This design comes from an exercise in tuning for small area and few clock cycles per item on the open sky130 flow, not from production work.
Only simulation tests tie the RTL to the original design; equivalence was not proved.

==> flow/design.v, too long to show whole: its modules and the start of the top module <==
// module fp_mult_pipe: 1337 lines
// module fp_mult_fa: 10 lines
// module fp_mult_ha: 9 lines
// module fp_mult_bsel: 10 lines
module fp_mult_pipe #(
    parameter int EXP_W = 8,
    parameter int MAN_W = 23
) (
    input  logic                   clk,
    input  logic                   rst_n,
    input  logic                   in_valid,
    output logic                   in_ready,
    input  logic [EXP_W+MAN_W:0]   a,
    input  logic [EXP_W+MAN_W:0]   b,
    output logic                   out_valid,
    input  logic                   out_ready,
    output logic [EXP_W+MAN_W:0]   product,
    output logic [4:0]             flags
);
  // ...
==> flow/flow/run.sh <==
#!/bin/bash
# Standard layout, with the port buffers taken from the smallest buffer cell.
export BUFFER_PORTS_ARGS="-buffer_cell sky130_fd_sc_hd__buf_2"
bash standard.sh > standard.log 2>&1
==> flow/standard.sh <==
#!/bin/bash
# synth_recipe.tcl (not shown) runs the flow's synth.tcl, then flattens the netlist and writes it again
# the make line also repeats each setting of config.mk as NAME=value (left out here)
make -C /OpenROAD-flow-scripts/flow DESIGN_CONFIG=/design/flow/config.mk WORK_HOME=/design/flow/orfs CLKGATE_MAP_FILE= SYNTH_SCRIPT=/design/flow/synth_recipe.tcl "${@:-finish}"
==> flow/config.mk <==
export PLATFORM = sky130hd
export DESIGN_NAME = fp_mult_pipe
export DESIGN_NICKNAME = fp_mult_pipe
export VERILOG_FILES = /design/flow/design.v
export SDC_FILE = /design/flow/constraint.sdc
export NUM_CORES = 4
export LEC_CHECK = 0
export CAP_MARGIN = 20
export CORE_MARGIN = 2
export CORE_UTILIZATION = 40
export GPL_TIMING_DRIVEN = 0
export SETUP_SLACK_MARGIN = 0.05
export SLEW_MARGIN = 20
export SYNTH_HIERARCHICAL = 1
==> flow/constraint.sdc <==
create_clock -name core_clock -period 7.5 [get_ports {clk}]
set_input_delay 1.5000 -clock core_clock [delete_from_list [all_inputs] [get_ports {clk}]]
set_output_delay 1.5000 -clock core_clock [all_outputs]
set_load 0.01 [all_outputs]
==> summary.txt, run 1 <==
# TYPE chip_impl_metric gauge
chip_impl_info{name="outcome",value="complete, no violations"} 1
chip_impl_metric{name="dp.cells",unit=""} 2487
chip_impl_metric{name="area_taken_by_multi_input_logic_gates",unit="mm^2"} 0.0174
chip_impl_info{name="top_usage_layer",value="met2"} 1
chip_impl_metric{name="seq_area",unit="mm^2"} 0.00123
chip_impl_metric{name="final.setup_skew",unit="ps"} 8.13
chip_impl_metric{name="die_h",unit="um"} 217
chip_impl_info{name="synthTopCellsByArea",value="fa_1 29%, o22ai_2 18%, xor2_1 15%"} 1
chip_impl_info{name="worst-setup-path-type",value="in -> reg"} 1
chip_impl_metric{name="tightestPinTransition",unit="ps"} 1090
chip_impl_metric{name="tns",unit="ps"} 0
chip_impl_metric{name="path_depth",unit=""} 20
chip_impl_metric{name="final_net_count",unit=""} 2422
chip_impl_metric{name="final_util",unit="%"} 50.7
chip_impl_info{name="worstPathCellList",value="buf_12 > xnor2_4 > buf_16 > o22ai_2 > xor2_1 > ha_1 > fa_1 > fa_1 > fa_1 > fa_2 > ha_4 > a21o_1 > a21o_1 > a21oi_2 > o2111a_1 > a21oi_4 > a41o_2 > o22a_2 > a41oi_2 > xnor2_1"} 1
chip_impl_metric{name="nonClockInverterCount",unit=""} 68
chip_impl_info{name="critPathLaunch",value="b[3]"} 1
chip_impl_info{name="crit_slowest_cell",value="fa_2"} 1
chip_impl_metric{name="place_congestion",unit=""} 0.887
chip_impl_info{name="top_reg_by_flops",value="p_r"} 1
chip_impl_info{name="tritoncts",value="built"} 1
chip_impl_metric{name="hold_buffers",unit=""} 0
chip_impl_metric{name="cts.repair_timing.setup_buffer_count",unit=""} 52
Testbench counts, summed over its fixed seeds: cycles 8,008, items 8,000.
==> run 2: changes to the inputs <==
==> flow/flow/run.sh (replaced) <==
#!/bin/bash
# Standard layout with two changes: the port buffers are buf_2 cells, and right
# after synthesis every combinational cell is set to its smallest drive strength
# (the standard repair steps then size up what timing and slew need).
set -euo pipefail
export BUFFER_PORTS_ARGS="-buffer_cell sky130_fd_sc_hd__buf_2"
bash standard.sh synth > synth.log 2>&1
DS_ODB="$PWD/orfs/results/$FLOW_PLATFORM/fp_mult_pipe/base/1_synth.odb" \
DS_LIB="$FLOW_HOME/platforms/$FLOW_PLATFORM/lib/sky130_fd_sc_hd__tt_025C_1v80.lib" \
DS_MAP="$PWD/flow/downsize_map.txt" \
  openroad -no_init -exit flow/downsize.tcl > downsize.log 2>&1
bash standard.sh > standard.log 2>&1
==> flow/flow/downsize.tcl (new file) <==
# Replace every combinational cell by the smallest cell of the same function
# (same name but drive strength); the resizer later sizes up what timing needs.
set odb $::env(DS_ODB)
read_liberty $::env(DS_LIB)
read_db $odb
set map [dict create]
set f [open $::env(DS_MAP)]
while {[gets $f line] >= 0} {
  if {[llength $line] == 2} { dict set map [lindex $line 0] [lindex $line 1] }
}
close $f
set n 0
foreach inst [get_cells *] {
  set ref [get_property $inst ref_name]
  if {[dict exists $map $ref]} {
    replace_cell $inst [dict get $map $ref]
    incr n
  }
}
puts "downsize: replaced $n instances"
write_db $odb
==> flow/flow/downsize_map.txt (new file) <==
sky130_fd_sc_hd__a2111o_2 sky130_fd_sc_hd__a2111o_1
sky130_fd_sc_hd__a2111o_4 sky130_fd_sc_hd__a2111o_1
sky130_fd_sc_hd__a2111oi_1 sky130_fd_sc_hd__a2111oi_0
sky130_fd_sc_hd__a2111oi_2 sky130_fd_sc_hd__a2111oi_0
sky130_fd_sc_hd__a2111oi_4 sky130_fd_sc_hd__a2111oi_0
sky130_fd_sc_hd__a211o_2 sky130_fd_sc_hd__a211o_1
sky130_fd_sc_hd__a211o_4 sky130_fd_sc_hd__a211o_1
sky130_fd_sc_hd__a211oi_2 sky130_fd_sc_hd__a211oi_1
sky130_fd_sc_hd__a211oi_4 sky130_fd_sc_hd__a211oi_1
sky130_fd_sc_hd__a21bo_4 sky130_fd_sc_hd__a21bo_1
sky130_fd_sc_hd__a21boi_2 sky130_fd_sc_hd__a21boi_0
sky130_fd_sc_hd__a21boi_4 sky130_fd_sc_hd__a21boi_0
sky130_fd_sc_hd__a21o_2 sky130_fd_sc_hd__a21o_1
sky130_fd_sc_hd__a21o_4 sky130_fd_sc_hd__a21o_1
sky130_fd_sc_hd__a21oi_2 sky130_fd_sc_hd__a21oi_1
sky130_fd_sc_hd__a21oi_4 sky130_fd_sc_hd__a21oi_1
sky130_fd_sc_hd__a221o_2 sky130_fd_sc_hd__a221o_1
sky130_fd_sc_hd__a221o_4 sky130_fd_sc_hd__a221o_1
sky130_fd_sc_hd__a221oi_2 sky130_fd_sc_hd__a221oi_1
sky130_fd_sc_hd__a221oi_4 sky130_fd_sc_hd__a221oi_1
sky130_fd_sc_hd__a22o_2 sky130_fd_sc_hd__a22o_1
sky130_fd_sc_hd__a22o_4 sky130_fd_sc_hd__a22o_1
sky130_fd_sc_hd__a22oi_2 sky130_fd_sc_hd__a22oi_1
sky130_fd_sc_hd__a22oi_4 sky130_fd_sc_hd__a22oi_1
sky130_fd_sc_hd__a2bb2o_2 sky130_fd_sc_hd__a2bb2o_1
sky130_fd_sc_hd__a2bb2o_4 sky130_fd_sc_hd__a2bb2o_1
sky130_fd_sc_hd__a2bb2oi_2 sky130_fd_sc_hd__a2bb2oi_1
sky130_fd_sc_hd__a2bb2oi_4 sky130_fd_sc_hd__a2bb2oi_1
sky130_fd_sc_hd__a311o_2 sky130_fd_sc_hd__a311o_1
sky130_fd_sc_hd__a311o_4 sky130_fd_sc_hd__a311o_1
sky130_fd_sc_hd__a311oi_2 sky130_fd_sc_hd__a311oi_1
sky130_fd_sc_hd__a311oi_4 sky130_fd_sc_hd__a311oi_1
sky130_fd_sc_hd__a31o_4 sky130_fd_sc_hd__a31o_1
sky130_fd_sc_hd__a31oi_2 sky130_fd_sc_hd__a31oi_1
sky130_fd_sc_hd__a31oi_4 sky130_fd_sc_hd__a31oi_1
sky130_fd_sc_hd__a32o_2 sky130_fd_sc_hd__a32o_1
sky130_fd_sc_hd__a32o_4 sky130_fd_sc_hd__a32o_1
sky130_fd_sc_hd__a32oi_2 sky130_fd_sc_hd__a32oi_1
sky130_fd_sc_hd__a32oi_4 sky130_fd_sc_hd__a32oi_1
sky130_fd_sc_hd__a41o_2 sky130_fd_sc_hd__a41o_1
sky130_fd_sc_hd__a41o_4 sky130_fd_sc_hd__a41o_1
sky130_fd_sc_hd__a41oi_2 sky130_fd_sc_hd__a41oi_1
sky130_fd_sc_hd__a41oi_4 sky130_fd_sc_hd__a41oi_1
sky130_fd_sc_hd__and2_2 sky130_fd_sc_hd__and2_0
sky130_fd_sc_hd__and2_4 sky130_fd_sc_hd__and2_0
sky130_fd_sc_hd__and2b_2 sky130_fd_sc_hd__and2b_1
sky130_fd_sc_hd__and2b_4 sky130_fd_sc_hd__and2b_1
sky130_fd_sc_hd__and3_2 sky130_fd_sc_hd__and3_1
sky130_fd_sc_hd__and3_4 sky130_fd_sc_hd__and3_1
sky130_fd_sc_hd__and3b_2 sky130_fd_sc_hd__and3b_1
sky130_fd_sc_hd__and3b_4 sky130_fd_sc_hd__and3b_1
sky130_fd_sc_hd__and4_2 sky130_fd_sc_hd__and4_1
sky130_fd_sc_hd__and4_4 sky130_fd_sc_hd__and4_1
sky130_fd_sc_hd__and4b_2 sky130_fd_sc_hd__and4b_1
sky130_fd_sc_hd__and4b_4 sky130_fd_sc_hd__and4b_1
sky130_fd_sc_hd__and4bb_4 sky130_fd_sc_hd__and4bb_1
sky130_fd_sc_hd__maj3_2 sky130_fd_sc_hd__maj3_1
sky130_fd_sc_hd__maj3_4 sky130_fd_sc_hd__maj3_1
sky130_fd_sc_hd__mux2_4 sky130_fd_sc_hd__mux2_1
sky130_fd_sc_hd__mux2_8 sky130_fd_sc_hd__mux2_1
sky130_fd_sc_hd__mux2i_2 sky130_fd_sc_hd__mux2i_1
sky130_fd_sc_hd__mux2i_4 sky130_fd_sc_hd__mux2i_1
sky130_fd_sc_hd__mux4_1 sky130_fd_sc_hd__mux4_2
sky130_fd_sc_hd__mux4_4 sky130_fd_sc_hd__mux4_2
sky130_fd_sc_hd__nand2_2 sky130_fd_sc_hd__nand2_1
sky130_fd_sc_hd__nand2_4 sky130_fd_sc_hd__nand2_1
sky130_fd_sc_hd__nand2_8 sky130_fd_sc_hd__nand2_1
sky130_fd_sc_hd__nand2b_2 sky130_fd_sc_hd__nand2b_1
sky130_fd_sc_hd__nand2b_4 sky130_fd_sc_hd__nand2b_1
sky130_fd_sc_hd__nand3_2 sky130_fd_sc_hd__nand3_1
sky130_fd_sc_hd__nand3_4 sky130_fd_sc_hd__nand3_1
sky130_fd_sc_hd__nand3b_2 sky130_fd_sc_hd__nand3b_1
sky130_fd_sc_hd__nand3b_4 sky130_fd_sc_hd__nand3b_1
sky130_fd_sc_hd__nand4_2 sky130_fd_sc_hd__nand4_1
sky130_fd_sc_hd__nand4_4 sky130_fd_sc_hd__nand4_1
sky130_fd_sc_hd__nand4b_2 sky130_fd_sc_hd__nand4b_1
sky130_fd_sc_hd__nand4b_4 sky130_fd_sc_hd__nand4b_1
sky130_fd_sc_hd__nand4bb_2 sky130_fd_sc_hd__nand4bb_1
sky130_fd_sc_hd__nand4bb_4 sky130_fd_sc_hd__nand4bb_1
sky130_fd_sc_hd__nor2_2 sky130_fd_sc_hd__nor2_1
sky130_fd_sc_hd__nor2_4 sky130_fd_sc_hd__nor2_1
sky130_fd_sc_hd__nor2_8 sky130_fd_sc_hd__nor2_1
sky130_fd_sc_hd__nor2b_2 sky130_fd_sc_hd__nor2b_1
sky130_fd_sc_hd__nor2b_4 sky130_fd_sc_hd__nor2b_1
sky130_fd_sc_hd__nor3_2 sky130_fd_sc_hd__nor3_1
sky130_fd_sc_hd__nor3_4 sky130_fd_sc_hd__nor3_1
sky130_fd_sc_hd__nor3b_2 sky130_fd_sc_hd__nor3b_1
sky130_fd_sc_hd__nor3b_4 sky130_fd_sc_hd__nor3b_1
sky130_fd_sc_hd__nor4_2 sky130_fd_sc_hd__nor4_1
sky130_fd_sc_hd__nor4_4 sky130_fd_sc_hd__nor4_1
sky130_fd_sc_hd__nor4b_2 sky130_fd_sc_hd__nor4b_1
sky130_fd_sc_hd__nor4b_4 sky130_fd_sc_hd__nor4b_1
sky130_fd_sc_hd__nor4bb_2 sky130_fd_sc_hd__nor4bb_1
sky130_fd_sc_hd__nor4bb_4 sky130_fd_sc_hd__nor4bb_1
sky130_fd_sc_hd__o2111a_2 sky130_fd_sc_hd__o2111a_1
sky130_fd_sc_hd__o2111a_4 sky130_fd_sc_hd__o2111a_1
sky130_fd_sc_hd__o2111ai_2 sky130_fd_sc_hd__o2111ai_1
sky130_fd_sc_hd__o2111ai_4 sky130_fd_sc_hd__o2111ai_1
sky130_fd_sc_hd__o211a_4 sky130_fd_sc_hd__o211a_1
sky130_fd_sc_hd__o211ai_2 sky130_fd_sc_hd__o211ai_1
sky130_fd_sc_hd__o211ai_4 sky130_fd_sc_hd__o211ai_1
sky130_fd_sc_hd__o21a_2 sky130_fd_sc_hd__o21a_1
sky130_fd_sc_hd__o21a_4 sky130_fd_sc_hd__o21a_1
sky130_fd_sc_hd__o21ai_2 sky130_fd_sc_hd__o21ai_0
sky130_fd_sc_hd__o21ai_4 sky130_fd_sc_hd__o21ai_0
sky130_fd_sc_hd__o21ba_4 sky130_fd_sc_hd__o21ba_1
sky130_fd_sc_hd__o21bai_2 sky130_fd_sc_hd__o21bai_1
sky130_fd_sc_hd__o21bai_4 sky130_fd_sc_hd__o21bai_1
sky130_fd_sc_hd__o221a_4 sky130_fd_sc_hd__o221a_1
sky130_fd_sc_hd__o221ai_2 sky130_fd_sc_hd__o221ai_1
sky130_fd_sc_hd__o221ai_4 sky130_fd_sc_hd__o221ai_1
sky130_fd_sc_hd__o22a_2 sky130_fd_sc_hd__o22a_1
sky130_fd_sc_hd__o22a_4 sky130_fd_sc_hd__o22a_1
sky130_fd_sc_hd__o22ai_2 sky130_fd_sc_hd__o22ai_1
sky130_fd_sc_hd__o22ai_4 sky130_fd_sc_hd__o22ai_1
sky130_fd_sc_hd__o2bb2a_2 sky130_fd_sc_hd__o2bb2a_1
sky130_fd_sc_hd__o2bb2a_4 sky130_fd_sc_hd__o2bb2a_1
sky130_fd_sc_hd__o2bb2ai_2 sky130_fd_sc_hd__o2bb2ai_1
sky130_fd_sc_hd__o2bb2ai_4 sky130_fd_sc_hd__o2bb2ai_1
sky130_fd_sc_hd__o311a_2 sky130_fd_sc_hd__o311a_1
sky130_fd_sc_hd__o311a_4 sky130_fd_sc_hd__o311a_1
sky130_fd_sc_hd__o311ai_2 sky130_fd_sc_hd__o311ai_0
sky130_fd_sc_hd__o311ai_4 sky130_fd_sc_hd__o311ai_0
sky130_fd_sc_hd__o31a_2 sky130_fd_sc_hd__o31a_1
sky130_fd_sc_hd__o31a_4 sky130_fd_sc_hd__o31a_1
sky130_fd_sc_hd__o31ai_2 sky130_fd_sc_hd__o31ai_1
sky130_fd_sc_hd__o31ai_4 sky130_fd_sc_hd__o31ai_1
sky130_fd_sc_hd__o32a_2 sky130_fd_sc_hd__o32a_1
sky130_fd_sc_hd__o32a_4 sky130_fd_sc_hd__o32a_1
sky130_fd_sc_hd__o32ai_2 sky130_fd_sc_hd__o32ai_1
sky130_fd_sc_hd__o32ai_4 sky130_fd_sc_hd__o32ai_1
sky130_fd_sc_hd__o41a_2 sky130_fd_sc_hd__o41a_1
sky130_fd_sc_hd__o41a_4 sky130_fd_sc_hd__o41a_1
sky130_fd_sc_hd__o41ai_2 sky130_fd_sc_hd__o41ai_1
sky130_fd_sc_hd__o41ai_4 sky130_fd_sc_hd__o41ai_1
sky130_fd_sc_hd__or2_4 sky130_fd_sc_hd__or2_0
sky130_fd_sc_hd__or2b_2 sky130_fd_sc_hd__or2b_1
sky130_fd_sc_hd__or2b_4 sky130_fd_sc_hd__or2b_1
sky130_fd_sc_hd__or3_2 sky130_fd_sc_hd__or3_1
sky130_fd_sc_hd__or3_4 sky130_fd_sc_hd__or3_1
sky130_fd_sc_hd__or3b_4 sky130_fd_sc_hd__or3b_1
sky130_fd_sc_hd__or4_2 sky130_fd_sc_hd__or4_1
sky130_fd_sc_hd__or4_4 sky130_fd_sc_hd__or4_1
sky130_fd_sc_hd__or4b_4 sky130_fd_sc_hd__or4b_1
sky130_fd_sc_hd__or4bb_2 sky130_fd_sc_hd__or4bb_1
sky130_fd_sc_hd__or4bb_4 sky130_fd_sc_hd__or4bb_1
sky130_fd_sc_hd__sdlclkp_2 sky130_fd_sc_hd__sdlclkp_1
sky130_fd_sc_hd__sdlclkp_4 sky130_fd_sc_hd__sdlclkp_1
sky130_fd_sc_hd__xnor2_2 sky130_fd_sc_hd__xnor2_1
sky130_fd_sc_hd__xnor2_4 sky130_fd_sc_hd__xnor2_1
sky130_fd_sc_hd__xnor3_2 sky130_fd_sc_hd__xnor3_1
sky130_fd_sc_hd__xnor3_4 sky130_fd_sc_hd__xnor3_1
sky130_fd_sc_hd__xor2_2 sky130_fd_sc_hd__xor2_1
sky130_fd_sc_hd__xor2_4 sky130_fd_sc_hd__xor2_1
sky130_fd_sc_hd__xor3_2 sky130_fd_sc_hd__xor3_1
sky130_fd_sc_hd__xor3_4 sky130_fd_sc_hd__xor3_1
--- a/flow/config.mk
+++ b/flow/config.mk
@@ -11,2 +11,3 @@
 export GPL_TIMING_DRIVEN = 0
+export PLACE_DENSITY = 0.75
 export SETUP_SLACK_MARGIN = 0.05
==> run 2 against run 1 <==
Effect of this change:
- now fails the layout checks on negative setup slack
- via count up 6.6%
- highest routed layer is now met5
- sequential share of layout area up 0.65 points
- clock skew up 0.52 ps
- wire length up 0.20%
- design area down 11%
==> summary.txt, run 2 <==
# TYPE chip_impl_metric gauge
chip_impl_metric{name="fin_hold_ws",unit="ps"} 920
chip_impl_metric{name="placement.io_buffers",unit=""} 106
chip_impl_metric{name="timing_hold_violations_final",unit=""} 0
chip_impl_info{name="crit_slowest_cell",value="fa_1"} 1
chip_impl_info{name="crit-reg2reg-launch",value="v_r"} 1
chip_impl_metric{name="finalCriticalPeriod",unit="ps"} 7590
chip_impl_info{name="mostFrequentLayoutCells",value="303 x xor2_1, 262 x o22ai_1, 256 x fa_1, 100 x buf_2, 82 x nor2_1"} 1
chip_impl_info{name="top_reg_by_flops",value="p_r"} 1
chip_impl_metric{name="finalSetupViolCount",unit=""} 1
chip_impl_metric{name="critPathMaxStageDelay",unit="ps"} 590
chip_impl_metric{name="design.portCount",unit=""} 107
chip_impl_info{name="layout_commonest_cell",value="xor2_1"} 1
chip_impl_metric{name="grt_start_max_net_pins",unit=""} 31
chip_impl_info{name="worstPathCellList",value="buf_2 > clkinvlp_4 > o22ai_1 > xor2_1 > fa_1 > fa_1 > fa_1 > fa_1 > fa_1 > ha_1 > nand2_1 > nor2_1 > a211oi_2 > a31o_2 > a21oi_4 > a41o_1 > o22a_2 > a41oi_2 > xnor2_1"} 1
chip_impl_metric{name="worst_slew_margin_rel",unit="%"} 27.2
chip_impl_info{name="registers_with_the_most_flip_flops",value="p_r: 26 flops, e_r: 9 flops"} 1
chip_impl_metric{name="ctsHtreeMaxLevel",unit=""} 2
chip_impl_metric{name="synth_area",unit="mm^2"} 0.0164
chip_impl_info{name="violations",value="negative setup slack"} 1
chip_impl_metric{name="worst_setup_hold_path_clk_slew",unit="ps"} 70
chip_impl_metric{name="avgViaCountPerCell",unit=""} 6.72
chip_impl_metric{name="post-route-period-util",unit="%"} 101
chip_impl_metric{name="final_util",unit="%"} 49.5
chip_impl_info{name="kind_of_end_point_of_the_critical_path",value="register"} 1
chip_impl_info{name="worst_r2r_endpoint",value="p_r[26]"} 1
chip_impl_metric{name="largest_register_ffs",unit=""} 26
chip_impl_metric{name="grt.overflow.total",unit=""} 0
chip_impl_metric{name="syn2layout_area_growth",unit="%"} 23.0
chip_impl_info{name="clockRootBuffer",value="clkbuf_16"} 1
chip_impl_metric{name="grt_pass1_vias",unit=""} 16513
chip_impl_info{name="worst_path_most_repeated_cell",value="fa_1"} 1
chip_impl_metric{name="routedWlPerCell",unit="um"} 26.6
chip_impl_metric{name="post-route-worst-setup-slack",unit="ps"} -86.1
chip_impl_metric{name="route.final.wire_length",unit="um"} 67200
chip_impl_metric{name="std_cell_rows",unit=""} 74
chip_impl_metric{name="wire_length_of_the_first_global_routing_pass",unit="um"} 91500
chip_impl_metric{name="die_h",unit="um"} 206
chip_impl_metric{name="source_to_sink_clock_delay_at_the_later_pin_of_the_worst_skew_pair",unit="ps"} 290
chip_impl_metric{name="floorplan.die.width",unit="um"} 206
chip_impl_info{name="timing.critical_path.to",value="p_r[44]"} 1
chip_impl_metric{name="post_route_drc",unit=""} 0
chip_impl_metric{name="grt_usage",unit="%"} 27.9
chip_impl_metric{name="place_congestion",unit=""} 0.979
chip_impl_metric{name="cp.arrival",unit="ps"} 7690
chip_impl_metric{name="route.vias.total",unit=""} 16936
chip_impl_info{name="tritoncts",value="built"} 1
chip_impl_metric{name="drive_gt1_share",unit="%"} 19.5
chip_impl_metric{name="post-dp-hpwl",unit="um"} 40200
chip_impl_metric{name="groute.layer.met3.usage",unit="%"} 9.52
chip_impl_metric{name="place_area",unit="mm^2"} 0.0179
chip_impl_metric{name="timing.fmax",unit="MHz"} 132
chip_impl_metric{name="coreArea",unit="mm^2"} 0.0406
chip_impl_metric{name="start_util",unit="%"} 40.3
chip_impl_metric{name="worst-r2r-cell-count",unit=""} 2
chip_impl_metric{name="final.setup_skew",unit="ps"} 8.65
chip_impl_metric{name="hold_buffers",unit=""} 0
chip_impl_metric{name="detail_route.first_pass.iterations",unit=""} 14
chip_impl_info{name="worst-setup-path-type",value="in -> reg"} 1
chip_impl_metric{name="syn_inst",unit=""} 1744
chip_impl_metric{name="grt_util_met2",unit="%"} 43.8
chip_impl_metric{name="postRouteAntennaNets",unit=""} 0
chip_impl_metric{name="worst_ep_required_time",unit="ps"} 7600
chip_impl_metric{name="numClockSinks",unit=""} 41
chip_impl_metric{name="synth_area_per_cell",unit="um^2"} 9.38
chip_impl_info{name="critPathLaunchType",value="primary input"} 1
chip_impl_metric{name="groute.layer.met1.usage",unit="%"} 33.9
chip_impl_metric{name="r2r_setup_slack",unit="ps"} 6130
chip_impl_metric{name="synth_warnings",unit=""} 7
chip_impl_metric{name="clockBufferDepth",unit=""} 2
chip_impl_metric{name="layout.cell_area.non_filler",unit="mm^2"} 0.0201
chip_impl_metric{name="timing_max_transition_violations_final",unit=""} 0
chip_impl_metric{name="max-cap-violations",unit=""} 0
chip_impl_metric{name="grt_antenna_before_repair",unit=""} 0
chip_impl_metric{name="tightestPinTransition",unit="ps"} 1090
chip_impl_metric{name="cts-buffers-inserted",unit=""} 5
chip_impl_metric{name="crit_path_max_fanout",unit=""} 25
chip_impl_info{name="hold_removal_path_class",value="reg -> reg"} 1
chip_impl_info{name="top_usage_layer",value="met2"} 1
chip_impl_metric{name="final_net_count",unit=""} 2404
chip_impl_metric{name="design.die.area",unit="mm^2"} 0.0425
chip_impl_info{name="outcome",value="finished with violations"} 1
chip_impl_info{name="critPathLaunch",value="a[12]"} 1
chip_impl_metric{name="detailedRoute.firstIterationViolations",unit=""} 2647
[run 2: repair_timing]
| action | in CTS | in global routing |
|---|---|---|
| cloned | 17 | 23 |
| setup endpoints to repair | 60 | 36 |
| buffers inserted | 35 | 34 |
| pin swaps | 18 | 38 |
| endpoints found under the hold margin | 0 | 0 |
| gates resized for setup | 161 | 84 |
[run 2: routing by layer]
| metal | part of all wire [%] | wire [um] |
|---|---|---|
| met1 | 34 | 22600 |
| met2 | 42 | 28000 |
| met3 | 16 | 10800 |
| met4 | 8.5 | 5690 |
| met5 | 0.055 | 37 |
[run 2: worst max-delay path, delay by kind of cell]
| kind | cells | cell delay [ps] |
|---|---|---|
| adder cells (fa/ha/maj) | 6 | 3020 |
| buffers and inverters | 2 | 680 |
| AO/OA/AOI/OAI | 7 | 1590 |
| AND/OR/NAND/NOR | 2 | 210 |
| XOR/XNOR | 2 | 650 |
[run 2: how the worst min path moves through the flow]
| stage | from | endpoint | slack (ps) | cells after the start |
|---|---|---|---|---|
| 3_3_place_gp | rst_n | v_r | 1270 | 1 |
| 5_1_grt | rst_n | v_r | 960 | 1 |
| 6_report | v_r | v_r | 920 | 2 |
| 2_1_floorplan | rst_n | v_r | 1200 | 0 |
| 4_1_cts | rst_n | v_r | 960 | 1 |
| 3_5_place_dp | v_r | v_r | 940 | 2 |
[run 2: layout make-up]
| cell class | count | area, um^2 |
|---|---|---|
| well taps | 532 | 666 |
| fillers | 3534 | 20500 |
| multi-input cells | 1637 | 15800 |
| diodes | 1 | 2.50 |
| clock inverters | 2 | 15.0 |
| clock buffers | 6 | 129 |
| inverters | 66 | 343 |
| repair inverters | 15 | 85.1 |
| repair buffers | 183 | 1530 |
| flip-flops and latches | 41 | 1230 |
| plain buffers | 39 | 350 |
[run 2: per-stage QoR]
| step | setup TNS [ps] | instances | setup WS (ps) |
|---|---|---|---|
| 2_1_floorplan | 0 | 1767 | 69.3 |
| 3_3_place_gp | -53340 | 2405 | -2110 |
| 3_5_place_dp | -50910 | 2408 | -1860 |
| 4_1_cts | 0 | 2466 | 27.4 |
| 5_1_grt | -147 | 2521 | -51.1 |
| 6_report | -86.1 | 2522 | -86.1 |
==> run 3: changes to the inputs <==
--- a/flow/config.mk
+++ b/flow/config.mk
@@ -11,3 +11,2 @@
 export GPL_TIMING_DRIVEN = 0
-export PLACE_DENSITY = 0.75
 export SETUP_SLACK_MARGIN = 0.05
==> run 3 against run 2 <==
Effect of this change:
- the run now finishes clean
- largest cell class unchanged
- die area unchanged
- utilization increased by 0.31 points
- clock skew down 2.8 ps
- sequential cell count stayed put
- clock-buffer cell count did not move
- sequential share of layout area about the same
- maximum frequency up 2.9%
- cell count hardly changed
- design area rose by 0.62%
==> summary.txt, run 3 <==
# TYPE chip_impl_metric gauge
chip_impl_metric{name="start_util",unit="%"} 40.3
chip_impl_metric{name="timing_hold_violations_final",unit=""} 0
chip_impl_info{name="worst-setup-path-type",value="in -> reg"} 1
chip_impl_metric{name="die_h",unit="um"} 206
chip_impl_metric{name="grt_pass1_vias",unit=""} 15807
chip_impl_metric{name="final_net_count",unit=""} 2406
chip_impl_metric{name="placement.io_buffers",unit=""} 106
chip_impl_metric{name="synth_area_per_cell",unit="um^2"} 9.38
chip_impl_metric{name="std_cell_rows",unit=""} 74
chip_impl_metric{name="design.die.area",unit="mm^2"} 0.0425
chip_impl_info{name="layout_commonest_cell",value="xor2_1"} 1
chip_impl_metric{name="route.vias.total",unit=""} 16230
chip_impl_metric{name="synth_warnings",unit=""} 7
chip_impl_metric{name="avgViaCountPerCell",unit=""} 6.43
chip_impl_metric{name="crit_path_max_fanout",unit=""} 12
chip_impl_info{name="kind_of_end_point_of_the_critical_path",value="register"} 1
chip_impl_info{name="hold_removal_path_class",value="reg -> reg"} 1
chip_impl_metric{name="hold_buffers",unit=""} 0
chip_impl_metric{name="drive_gt1_share",unit="%"} 19.0
chip_impl_metric{name="place_congestion",unit=""} 0.897
chip_impl_metric{name="grt_util_met2",unit="%"} 45.4
chip_impl_metric{name="syn_inst",unit=""} 1744
chip_impl_metric{name="detail_route.first_pass.iterations",unit=""} 5
chip_impl_metric{name="synth_area",unit="mm^2"} 0.0164
chip_impl_metric{name="floorplan.die.width",unit="um"} 206
chip_impl_info{name="critPathLaunchType",value="primary input"} 1
chip_impl_metric{name="wire_length_of_the_first_global_routing_pass",unit="um"} 94100
chip_impl_metric{name="cts-buffers-inserted",unit=""} 5
chip_impl_metric{name="tightestPinTransition",unit="ps"} 1010
chip_impl_info{name="tritoncts",value="built"} 1
chip_impl_metric{name="syn2layout_area_growth",unit="%"} 23.7
chip_impl_metric{name="groute.layer.met3.usage",unit="%"} 6.86
chip_impl_metric{name="timing.fmax",unit="MHz"} 136
chip_impl_metric{name="cp.arrival",unit="ps"} 7400
chip_impl_metric{name="grt.overflow.total",unit=""} 0
chip_impl_metric{name="nFillCells",unit=""} 3722
chip_impl_info{name="mostFrequentLayoutCells",value="304 x xor2_1, 264 x o22ai_1, 260 x fa_1, 101 x buf_2, 83 x nor2_1"} 1
chip_impl_info{name="outcome",value="complete, no violations"} 1
chip_impl_info{name="registers_with_the_most_flip_flops",value="p_r: 26 flops, e_r: 9 flops"} 1
chip_impl_metric{name="place_area",unit="mm^2"} 0.0180
chip_impl_metric{name="ctsHtreeMaxLevel",unit=""} 2
chip_impl_metric{name="numClockSinks",unit=""} 41
chip_impl_metric{name="routedWlPerCell",unit="um"} 26.4
chip_impl_metric{name="area_taken_by_multi_input_logic_gates",unit="mm^2"} 0.0157
chip_impl_metric{name="grt_usage",unit="%"} 29.2
chip_impl_metric{name="coreArea",unit="mm^2"} 0.0406
chip_impl_metric{name="final.setup_skew",unit="ps"} 5.85
chip_impl_metric{name="grt_start_max_net_pins",unit=""} 31
chip_impl_metric{name="worst_ep_required_time",unit="ps"} 7530
chip_impl_info{name="top_usage_layer",value="met2"} 1
chip_impl_metric{name="post-dp-hpwl",unit="um"} 41500
chip_impl_metric{name="detailedRoute.firstIterationViolations",unit=""} 1960
chip_impl_metric{name="layout.cell_area.non_filler",unit="mm^2"} 0.0202
chip_impl_metric{name="post-route-period-util",unit="%"} 98.3
chip_impl_metric{name="worst_slew_margin_rel",unit="%"} 32.4
chip_impl_metric{name="largest_register_ffs",unit=""} 26
chip_impl_metric{name="seq_area",unit="mm^2"} 0.00123
chip_impl_metric{name="grt_antenna_before_repair",unit=""} 0
chip_impl_metric{name="fin_hold_ws",unit="ps"} 887
chip_impl_metric{name="source_to_sink_clock_delay_at_the_later_pin_of_the_worst_skew_pair",unit="ps"} 280
chip_impl_info{name="clockRootBuffer",value="clkbuf_16"} 1
chip_impl_metric{name="finalCriticalPeriod",unit="ps"} 7370
chip_impl_metric{name="groute.layer.met1.usage",unit="%"} 37.7
chip_impl_metric{name="worst_setup_hold_path_clk_slew",unit="ps"} 60
chip_impl_metric{name="timing_max_transition_violations_final",unit=""} 0
chip_impl_metric{name="route.final.wire_length",unit="um"} 66700
chip_impl_info{name="top_reg_by_flops",value="p_r"} 1
chip_impl_metric{name="postRouteAntennaNets",unit=""} 0
chip_impl_metric{name="clockBufferDepth",unit=""} 2
chip_impl_info{name="setup_repair_after_global_routing_missed_its_margin",value="no"} 1
chip_impl_metric{name="design.portCount",unit=""} 107
chip_impl_metric{name="max-cap-violations",unit=""} 0
chip_impl_metric{name="finalSetupViolCount",unit=""} 0
chip_impl_metric{name="post_route_drc",unit=""} 0
## run 3: cell types whose count changed in the layout (fill, tap and decap cells not counted), moves of 3 or more
cell        previous run  this run
buf_12                11        19
clkinvlp_4            31        27
a211oi_2               8         5
clkinvlp_2            11        16
buf_4                 65        60
o22ai_2                3         0
fa_1                 256       260
a211oi_1              12        15
fa_2                   9         5
## run 3: layout make-up
cell class	count	area share, %
multi-input combinational	1634	77.7
timing repair buffer	190	8.50
sequential	41	6.06
tap	532	3.29
inverter	66	1.69
buffer	36	1.69
clock buffer	6	0.637
timing repair inverter	16	0.396
clock inverter	2	0.0742
antenna	1	0.0124
## run 3: worst max-delay path, stage by stage
cell	delay, ps
clkbuf_4	230
xnor2_4	670
o22ai_1	210
xor2_1	240
fa_1	490
fa_1	550
fa_1	460
fa_1	440
fa_1	550
ha_2	310
a21o_1	210
a21o_1	180
a21oi_2	170
o2111a_1	250
a21oi_4	100
a41o_1	280
o22a_1	230
a41oi_2	230
xnor2_1	90
## run 3: per-stage QoR
stage	utilization, %	setup TNS (ps)	setup WS [ps]	cells
2_1_floorplan	-	0	69.3	1767
6_report	49.8	0	127	2524
3_3_place_gp	43.7	-68820	-2400	2405
4_1_cts	48.1	0	38.1	2480
5_1_grt	49.8	0	24.8	2523
3_5_place_dp	44.3	-53820	-1940	2410
## run 3: metal layers
layer / vias to the layer above / wire, um
met3: 338 / 8460
met5: - / 0
met1: 7796 / 24600
met2: 1248 / 28800
met4: 0 / 4780
li1: 6848 / -
## run 3: what timing repair did
item                                   4_1_cts  5_1_grt
gates cloned                                20       18
setup endpoints to repair                   60       36
endpoints found under the hold margin        0        0
gates resized for setup                    165       53
buffers inserted                            45       29
pin swaps                                   15       26
## run 3: path summary, 6_finish.rpt
check / start / end / slack (ps) / cells after the start
setup / recovery: b[12] / p_r[44] / 130 / 19
hold / removal: v_r / v_r / 890 / 2
setup reg to reg: v_r / f_r / 6160 / 2
hold reg to reg: v_r / v_r / 890 / 2
max in group asynchronous: rst_n / v_r / 6440 / 1
min in group asynchronous: rst_n / v_r / 980 / 1

==> static timing again, ports no longer ideal <==
Ports are ideal in the flow. The routed layouts listed here were re-timed in OpenROAD.
Step 1 (the two cells are an assumption about what drives the block):
set clk [get_ports {clk}]
set_driving_cell -lib_cell sky130_fd_sc_hd__clkbuf_16 $clk
set_driving_cell -lib_cell sky130_fd_sc_hd__buf_2 [delete_from_list [all_inputs] $clk]
Step 2 also shifts input and output timing later by t, the mid clock arrival at the registers, as if the neighbouring blocks saw the same clock.
a / b / c = ideal / step 1 / step 2; a / b = the first two.
run | shift t [ns] | slack for setup (ns) | worst setup path after step 2
run 1 | 0.314 | 0.151 / 0.025 / -0.289 | input to register
run 2 | 0.331 | -0.086 / -0.091 / -0.422 | input to register
run 3 | 0.315 | 0.127 / 0.061 / -0.254 | input to register
Met with ideal ports but missed after step 2: setup timing in run 1 and run 3. For run 1, which loses most, drivers alone change the setup slack by -0.126 ns; drivers and shift together by -0.440 ns.
